Context: an optimization exercise on an open-source flow, tuned for small area. The choices shown serve that exercise and are no tape-out recipe. At most, simulation tests tie the RTL to the original design; equivalence was not proved.

## harbor
Design ffe_lms_adapt, start of the top module:
module ffe_lms_adapt
#(
    parameter int IN_BW      = 11,
    parameter int OUT_BW     = 9,
    parameter int COEF_BW    = 9,
    parameter int N_COEF     = 7,
    parameter int ACC_EXT    = 8,
    parameter int MU_TRAIN   = ffe_pkg::MU_TRAIN_DEF,
    parameter int MU_TRACK   = ffe_pkg::MU_TRACK_DEF,
    parameter int TRAIN_LEN  = 1024,
    parameter int CENTER_TAP = 3
) (
    input  logic                       i_clk,
    input  logic                       i_rst,
    input  logic                       i_en,
    input  logic [IN_BW-1:0]           i_data,
    input  logic [OUT_BW-1:0]          i_ffe_out,
    input  logic                       i_adapt_en,
    input  logic                       i_restart,
    output logic [COEF_BW*N_COEF-1:0]  o_coefs,
    output logic [OUT_BW:0]            o_error,
    output logic [1:0]                 o_state,
    output logic                       o_trained
);
==> flow/config.mk <==
export PLATFORM = sky130hd
export DESIGN_NAME = ffe_lms_adapt
export DESIGN_NICKNAME = ffe_lms_adapt
export VERILOG_FILES = /design/flow/design.v
export SDC_FILE = /design/flow/constraint.sdc
export NUM_CORES = 4
export LEC_CHECK = 0
export ABC_AREA = 1
export CAP_MARGIN = 20
export CORE_MARGIN = 2
export CORE_UTILIZATION = 40
export SLEW_MARGIN = 20
==> flow/constraint.sdc <==
create_clock -name core_clock -period 12.0 [get_ports {i_clk}]
set_input_delay 2.4000 -clock core_clock [delete_from_list [all_inputs] [get_ports {i_clk}]]
set_output_delay 2.4000 -clock core_clock [all_outputs]
set_load 0.01 [all_outputs]
run.sh (not shown) runs the stock make flow with config.mk's settings and CLKGATE_MAP_FILE= SYNTH_SCRIPT=/design/flow/synth_recipe.tcl, a recipe that flattens the netlist after the stock synthesis.
What tundra does differently from harbor at the input level:
# harbor
export LEC_CHECK = 0
export ABC_AREA = 1
export CAP_MARGIN = 20
export CORE_MARGIN = 2
export CORE_UTILIZATION = 40
export SLEW_MARGIN = 20
create_clock -name core_clock -period 12.0 [get_ports {i_clk}]
# tundra
export LEC_CHECK = 0
export ABC_AREA = 1
export CAP_MARGIN = 0
export CORE_MARGIN = 2
export CORE_UTILIZATION = 40
export CTS_BUF_LIST = sky130_fd_sc_hd__clkbuf_4 sky130_fd_sc_hd__clkbuf_8
export CTS_CLUSTER_SIZE = 30
export SLEW_MARGIN = 0
create_clock -name core_clock -period 12.0 [get_ports {i_clk}]
### Flow results
From tundra to harbor, cell total after placement did not move at all.
Wire length on met2 went down slightly going from harbor to tundra.
On total wire length after detailed routing, tundra and harbor are basically level.
Diff tundra..harbor | fmax | negligible
Insertion delay of the later-clocked pin in the worst-skew pair in tundra vs harbor: up 0.11 ns
Summary of tundra over harbor: final clock period utilization by the worst path lower; core utilization stayed essentially flat.
Final antenna diode count ended up 1 higher on tundra than on harbor.
Compared with harbor, tundra degrades smallest hold slack.
Function was not checked in any run of this note: the RTL went through the layout flow alone.

Another version of the RTL of ffe_lms_adapt (not shown whole).
For scale: about 24000 sq um of cells after synthesis.
// ffe_lms_adapt
module ffe_lms_adapt
#(
    parameter int IN_BW      = 11,
    parameter int OUT_BW     = 9,
    parameter int COEF_BW    = 9,
    parameter int N_COEF     = 7,
    parameter int ACC_EXT    = 8,
    parameter int MU_TRAIN   = ffe_pkg::MU_TRAIN_DEF,
    parameter int MU_TRACK   = ffe_pkg::MU_TRACK_DEF,
    parameter int TRAIN_LEN  = 1024,
    parameter int CENTER_TAP = 3
) (
    input  logic                       i_clk,
    input  logic                       i_rst,
    input  logic                       i_en,
    input  logic [IN_BW-1:0]           i_data,
    input  logic [OUT_BW-1:0]          i_ffe_out,
    input  logic                       i_adapt_en,
    input  logic                       i_restart,
    output logic [COEF_BW*N_COEF-1:0]  o_coefs,
    output logic [OUT_BW:0]            o_error,
    output logic [1:0]                 o_state,
    output logic                       o_trained
);
Settings: LEC_CHECK=0, ABC_AREA=1, CAP_MARGIN=20, CORE_MARGIN=2, CORE_UTILIZATION=40, SLEW_MARGIN=20; clock period 12.0 ns.
standard.sh (not shown) runs the stock make flow with config.mk's settings and CLKGATE_MAP_FILE= SYNTH_SCRIPT=/design/flow/synth_recipe.tcl, a recipe that flattens the netlist after the stock synthesis.
==> flow/flow/run.sh <==
#!/bin/bash
# The standard layout, with two changes:
#  - after the standard synthesis, flow/netopt.py removes inverters around the adder cells
#    (logic and registers unchanged; see the script);
#  - the port buffers are the smallest plain buffer.
set -euo pipefail
R=orfs/results/sky130hd/ffe_lms_adapt/base
bash standard.sh synth > orfs_synth.log 2>&1
python3 flow/netopt.py $R/1_2_yosys.v $R/1_2_yosys_opt.v > netopt.log 2>&1
cp $R/1_2_yosys.v $R/1_2_yosys_std.v
mv $R/1_2_yosys_opt.v $R/1_2_yosys.v
rm -f $R/1_synth.odb
bash standard.sh "BUFFER_PORTS_ARGS=-buffer_cell sky130_fd_sc_hd__buf_1" "CTS_ARGS=-sink_clustering_enable -repair_clock_nets -dont_use_dummy_load" finish > orfs_make.log 2>&1
Other scripts of this flow, unchanged in this note and not shown: flow/flow/netopt.py
==> next run, changes <==
--- a/flow/flow/run.sh
+++ b/flow/flow/run.sh
@@ -11,3 +11,3 @@
 mv $R/1_2_yosys_opt.v $R/1_2_yosys.v
 rm -f $R/1_synth.odb
-bash standard.sh "BUFFER_PORTS_ARGS=-buffer_cell sky130_fd_sc_hd__buf_1" "CTS_ARGS=-sink_clustering_enable -repair_clock_nets -dont_use_dummy_load" finish > orfs_make.log 2>&1
+bash standard.sh "BUFFER_PORTS_ARGS=-buffer_cell sky130_fd_sc_hd__buf_1" "CTS_ARGS=-sink_clustering_enable -repair_clock_nets -dont_use_dummy_load -buf_list {sky130_fd_sc_hd__clkbuf_4 sky130_fd_sc_hd__clkbuf_8}" finish > orfs_make.log 2>&1
Worst setup slack degrades by 21 ps.
Hold slack hardly moves.
Clock-buffer cell count went up by 18.

== birch ==
Starting RTL as in the previous note.
// ffe_lms_adapt
module ffe_lms_adapt
#(
    parameter int IN_BW      = 11,
    parameter int OUT_BW     = 9,
    parameter int COEF_BW    = 9,
    parameter int N_COEF     = 7,
    parameter int ACC_EXT    = 8,
    parameter int MU_TRAIN   = ffe_pkg::MU_TRAIN_DEF,
    parameter int MU_TRACK   = ffe_pkg::MU_TRACK_DEF,
    parameter int TRAIN_LEN  = 1024,
    parameter int CENTER_TAP = 3
) (
    input  logic                       i_clk,
    input  logic                       i_rst,
    input  logic                       i_en,
    input  logic [IN_BW-1:0]           i_data,
    input  logic [OUT_BW-1:0]          i_ffe_out,
    input  logic                       i_adapt_en,
    input  logic                       i_restart,
    output logic [COEF_BW*N_COEF-1:0]  o_coefs,
    output logic [OUT_BW:0]            o_error,
    output logic [1:0]                 o_state,
    output logic                       o_trained
);
    ffe_pkg::lms_state_t state_q, state_d;
    logic [9:0]   train_cnt_q;
    logic         trained_q;
    logic [10:0]  x0_q;
    logic         en_q;
    logic [10:0]  dly_q [1:7];
    logic         v1_q;
    logic         train_mode_q, mode2_q;
    logic [7:0]   err_q, err_d;
    logic [8:0]   err_neg;
    logic         capture, cnt_done;
    always_ff @(posedge i_clk or posedge i_rst) begin
        if (i_rst) begin
            x0_q <= '0;
            en_q <= 1'b0;
            for (int unsigned k = 1; k < 8; k++) begin
                dly_q[k] <= '0;
            end
        end else begin
            x0_q <= i_data;
            en_q <= i_en;
            if (en_q) begin
                dly_q[1] <= x0_q;
                for (int unsigned k = 2; k < 8; k++) begin
                    dly_q[k] <= dly_q[k-1];
                end
  ...
==> flow/config.mk <==
export PLATFORM = sky130hd
export DESIGN_NAME = ffe_lms_adapt
export DESIGN_NICKNAME = ffe_lms_adapt
export VERILOG_FILES = /design/flow/design.v
export SDC_FILE = /design/flow/constraint.sdc
export NUM_CORES = 4
export LEC_CHECK = 0
export ABC_AREA = 1
export CAP_MARGIN = 20
export CORE_MARGIN = 2
export CORE_UTILIZATION = 40
export SLEW_MARGIN = 20
==> flow/constraint.sdc <==
create_clock -name core_clock -period 12.0 [get_ports {i_clk}]
set_input_delay 2.4000 -clock core_clock [delete_from_list [all_inputs] [get_ports {i_clk}]]
set_output_delay 2.4000 -clock core_clock [all_outputs]
set_load 0.01 [all_outputs]
==> flow/flow/run.sh <==
#!/bin/bash
# The standard layout, with two changes:
#  - after the standard synthesis, flow/netopt.py removes inverters around the adder cells
#    (logic and registers unchanged; see the script);
#  - the port buffers are the smallest plain buffer.
set -euo pipefail
R=orfs/results/sky130hd/ffe_lms_adapt/base
bash standard.sh synth > orfs_synth.log 2>&1
python3 flow/netopt.py $R/1_2_yosys.v $R/1_2_yosys_opt.v > netopt.log 2>&1
cp $R/1_2_yosys.v $R/1_2_yosys_std.v
mv $R/1_2_yosys_opt.v $R/1_2_yosys.v
rm -f $R/1_synth.odb
bash standard.sh "BUFFER_PORTS_ARGS=-buffer_cell sky130_fd_sc_hd__buf_1" finish > orfs_make.log 2>&1
Other scripts of this flow, unchanged in this note and not shown: flow/flow/netopt.py
birch completed every stage of the flow, and the final layout passed the timing, design-rule and antenna checks.
Setup changes, birch to pine
Settings: PLACE_DENSITY newly set to 0.72; CORE_UTILIZATION changed from 40 to 60.
## What came out
pine went all the way through synthesis, placement and routing and the layout is clean on timing, DRC and antenna.
Relative to birch, starting density of the core has gone up in pine.
Highest cell delay on the worst timing path: birch vs pine, no meaningful difference
pine does better than birch on cell area.
Die area sits lower in pine than in birch.
pine against birch: utilization now larger, global-route usage over all layers went up by 9.2 points.
Cmp pine vs birch: wire length of the first global-routing pass lower in pine

## build 68
Starting RTL as in the previous note.
export LEC_CHECK = 0
export ABC_AREA = 1
export CAP_MARGIN = 20
export CORE_MARGIN = 2
export CORE_UTILIZATION = 40
export SLEW_MARGIN = 20
create_clock -name core_clock -period 12.0 [get_ports {i_clk}]
==> flow/flow/run.sh <==
#!/bin/bash
# The standard layout (standard.sh), with three changes:
#  - after the standard synthesis, flow/netopt.py removes inverters around the adder cells
#    (every used net keeps its function and the registers are untouched; see the script);
#  - the port buffers are the smallest plain buffer (buf_1);
#  - clock tree synthesis uses clkbuf_4/clkbuf_8 and inserts no dummy loads.
# Each tool's output goes to its own log file here.
set -euo pipefail
R=orfs/results/sky130hd/ffe_lms_adapt/base
bash standard.sh synth > orfs_synth.log 2>&1
python3 flow/netopt.py $R/1_2_yosys.v $R/1_2_yosys_opt.v > netopt.log 2>&1
cp $R/1_2_yosys.v $R/1_2_yosys_std.v
mv $R/1_2_yosys_opt.v $R/1_2_yosys.v
rm -f $R/1_synth.odb
bash standard.sh "BUFFER_PORTS_ARGS=-buffer_cell sky130_fd_sc_hd__buf_1" \
    "CTS_ARGS=-sink_clustering_enable -repair_clock_nets -dont_use_dummy_load -buf_list {sky130_fd_sc_hd__clkbuf_4 sky130_fd_sc_hd__clkbuf_8}" \
    finish > orfs_make.log 2>&1
Other scripts of this flow, unchanged in this note and not shown: flow/flow/netopt.py
Input-level comparison between build 33 and build 68:
# build 68
export LEC_CHECK = 0
export ABC_AREA = 1
export CAP_MARGIN = 20
export CORE_MARGIN = 2
export CORE_UTILIZATION = 40
export SLEW_MARGIN = 20
create_clock -name core_clock -period 12.0 [get_ports {i_clk}]
# build 33
export LEC_CHECK = 0
export CAP_MARGIN = 20
export CORE_MARGIN = 2
export CORE_UTILIZATION = 40
export SLEW_MARGIN = 20
create_clock -name core_clock -period 12.0 [get_ports {i_clk}]
==> summary.txt <==
- Build 33 against build 68: sequential share of cell area now sits lower; detailed placer's ending HPWL shows a reduction of about 10%.
- | worst path buffer plus inverter count | build 33 vs build 68 | 2 lower |
- Build 33 against build 68: number of non-clock inverters fell 63%; least setup slack across all paths after layout went up; die footprint increased 1.3%.
- Summary of the comparison: final critical-path share of the clock period is lower in build 33, relative to build 68.
- Build 33 vs. build 68: first-pass GRT wire length went down by 7.0 mm.
- The run showing the greater number of clock buffers in the layout is build 33.
## Diff of input files: build 54 against build 33
# build 33
export LEC_CHECK = 0
export CAP_MARGIN = 20
export CORE_MARGIN = 2
export CORE_UTILIZATION = 40
export SLEW_MARGIN = 20
create_clock -name core_clock -period 12.0 [get_ports {i_clk}]
# build 54
export LEC_CHECK = 0
export ABC_AREA = 1
export CAP_MARGIN = 20
export CORE_MARGIN = 2
export CORE_UTILIZATION = 40
export SLEW_MARGIN = 20
create_clock -name core_clock -period 12.0 [get_ports {i_clk}]
-- flow/flow/run.sh --
<<< build 33, line 14
rm -f $R/1_synth.odb
bash standard.sh "BUFFER_PORTS_ARGS=-buffer_cell sky130_fd_sc_hd__buf_1" \
    "CTS_ARGS=-sink_clustering_enable -repair_clock_nets -dont_use_dummy_load -buf_list {sky130_fd_sc_hd__clkbuf_4 sky130_fd_sc_hd__clkbuf_8}" \
    finish > orfs_make.log 2>&1
>>> build 54, line 14
rm -f $R/1_synth.odb
bash standard.sh "BUFFER_PORTS_ARGS=-buffer_cell sky130_fd_sc_hd__buf_1" \
    "CTS_ARGS=-sink_clustering_enable -repair_clock_nets -dont_use_dummy_load -buf_list {sky130_fd_sc_hd__clkbuf_2 sky130_fd_sc_hd__clkbuf_4}" \
    finish > orfs_make.log 2>&1
Notes after the runs:
On initial detailed-routing violation count: between build 54 and build 33, it ends up lower for build 33. The layout overhead on the synthesized area number comes out lower for build 54 vs build 33. Status: flip-flop and latch count parity (build 54, build 33). Count of buffer and inverter cells on the critical path: build 54 and build 33 compared, higher one is build 54. Compared build 33 against build 54; minimum setup slack among reg-to-reg paths within noise.
## Diff of input files: build 75 against build 54
# build 54
export LEC_CHECK = 0
export ABC_AREA = 1
export CAP_MARGIN = 20
export CORE_MARGIN = 2
export CORE_UTILIZATION = 40
export SLEW_MARGIN = 20
create_clock -name core_clock -period 12.0 [get_ports {i_clk}]
# build 75
export LEC_CHECK = 0
export ABC_AREA = 1
export CAP_MARGIN = 20
export CORE_MARGIN = 2
export CORE_UTILIZATION = 40
export GPL_TIMING_DRIVEN = 0
export SLEW_MARGIN = 20
create_clock -name core_clock -period 12.0 [get_ports {i_clk}]
-- flow/flow/run.sh --
<<< build 54, line 14
rm -f $R/1_synth.odb
bash standard.sh "BUFFER_PORTS_ARGS=-buffer_cell sky130_fd_sc_hd__buf_1" \
    "CTS_ARGS=-sink_clustering_enable -repair_clock_nets -dont_use_dummy_load -buf_list {sky130_fd_sc_hd__clkbuf_2 sky130_fd_sc_hd__clkbuf_4}" \
    finish > orfs_make.log 2>&1
>>> build 75, line 14
rm -f $R/1_synth.odb
bash standard.sh "BUFFER_PORTS_ARGS=-buffer_cell sky130_fd_sc_hd__buf_1" \
    "CTS_ARGS=-sink_clustering_enable -repair_clock_nets -dont_use_dummy_load -buf_list {sky130_fd_sc_hd__clkbuf_4 sky130_fd_sc_hd__clkbuf_8}" \
    finish > orfs_make.log 2>&1
Findings:
Met2 wire length: build 75 vs build 54 up about 25%. Build 75 went all the way through the flow, and no timing, DRC or antenna check failed. Build 75 vs build 54 — required time of the worst setup path dropped 120 ps. Fraction of final layout cells with drive strength greater than 1, build 54 and build 75, lower one = build 54. Met3 routed wirelength in build 75 vs build 54: up 120%.
For build 83, these inputs were changed with respect to build 75:
# build 75
export LEC_CHECK = 0
export ABC_AREA = 1
export CAP_MARGIN = 20
export CORE_MARGIN = 2
export CORE_UTILIZATION = 40
export GPL_TIMING_DRIVEN = 0
export SLEW_MARGIN = 20
create_clock -name core_clock -period 12.0 [get_ports {i_clk}]
# build 83
export LEC_CHECK = 0
export ABC_AREA = 1
export CAP_MARGIN = 20
export CORE_MARGIN = 2
export CORE_UTILIZATION = 40
export SLEW_MARGIN = 20
create_clock -name core_clock -period 12.0 [get_ports {i_clk}]
-- flow/flow/run.sh --
<<< build 75, line 15
bash standard.sh "BUFFER_PORTS_ARGS=-buffer_cell sky130_fd_sc_hd__buf_1" \
    "CTS_ARGS=-sink_clustering_enable -repair_clock_nets -dont_use_dummy_load -buf_list {sky130_fd_sc_hd__clkbuf_4 sky130_fd_sc_hd__clkbuf_8}" \
    finish > orfs_make.log 2>&1
>>> build 83, line 15
bash standard.sh "BUFFER_PORTS_ARGS=-buffer_cell sky130_fd_sc_hd__buf_1" \
    "CTS_ARGS=-sink_clustering_enable -repair_clock_nets -dont_use_dummy_load -buf_list {sky130_fd_sc_hd__clkbuf_4 sky130_fd_sc_hd__clkbuf_8}" \
    SKIP_CTS_REPAIR_TIMING=1 finish > orfs_make.log 2>&1
Results
Build 83 vs. build 75: number of non-clock inverters in the layout went up, total routing resource utilization after global routing went down.
Cell area after placement in build 83 is about 1.2% below build 75.
Comparing the two runs side by side, build 83 comes out ahead of build 75 on setup slack.
In the metrics for build 75 and build 83, the one carrying the higher first-pass iteration count of the detailed router is build 75.

[re-timing with driven ports]
The results above use ideal ports. As a check the final layouts listed here were re-extracted and re-timed, cells and wires unchanged. Step 1 (the two cells are an assumption about what drives the block):
set clk [get_ports {i_clk}]
set_driving_cell -lib_cell sky130_fd_sc_hd__clkbuf_16 $clk
set_driving_cell -lib_cell sky130_fd_sc_hd__buf_2 [delete_from_list [all_inputs] $clk]
Step 2 moves the port delays by t, midway between the first and last clock arrival at a register: inputs arrive t later, outputs are due t later. That takes back most of the time a late clock gives input paths. Slacks: no drivers / after step 1 / after step 2; pairs: no drivers / after step 1.
run | shift t [ns] | slack for setup (ns) | latest minus earliest clock arrival (ns) | slew at the worst register clock pin (ns) | worst data-port slew with drivers (ns)
harbor | 0.612 | 0.456 / 0.456 / 0.456 | 0.012 / 0.012 | 0.06 / 0.06 | 0.05
tundra | 0.712 | 0.479 / 0.479 / 0.479 | 0.037 / 0.036 | 0.07 / 0.07 | 0.06
the first run of note 2 | 0.627 | 0.369 / 0.369 / 0.369 | 0.081 / 0.081 | 0.06 / 0.06 | 0.03
the second run of note 2 | 0.659 | 0.348 / 0.348 / 0.348 | 0.084 / 0.084 | 0.06 / 0.06 | 0.03
birch | 0.655 | 0.375 / 0.375 / 0.375 | 0.029 / 0.029 | 0.07 / 0.07 | 0.03
pine | 0.650 | 0.396 / 0.396 / 0.396 | 0.016 / 0.016 | 0.07 / 0.07 | 0.03
build 68 | 0.695 | 0.371 / 0.371 / 0.371 | 0.097 / 0.098 | 0.06 / 0.06 | 0.03
build 33 | 0.659 | 0.395 / 0.395 / 0.395 | 0.093 / 0.093 | 0.06 / 0.06 | 0.03
build 54 | 0.827 | 0.385 / 0.385 / 0.385 | 0.136 / 0.137 | 0.07 / 0.07 | 0.03
build 75 | 0.690 | 0.230 / 0.230 / 0.230 | 0.090 / 0.089 | 0.06 / 0.06 | 0.04
build 83 | 0.692 | 0.375 / 0.375 / 0.375 | 0.096 / 0.096 | 0.06 / 0.06 | 0.03
After both steps every run listed still meets setup and hold.
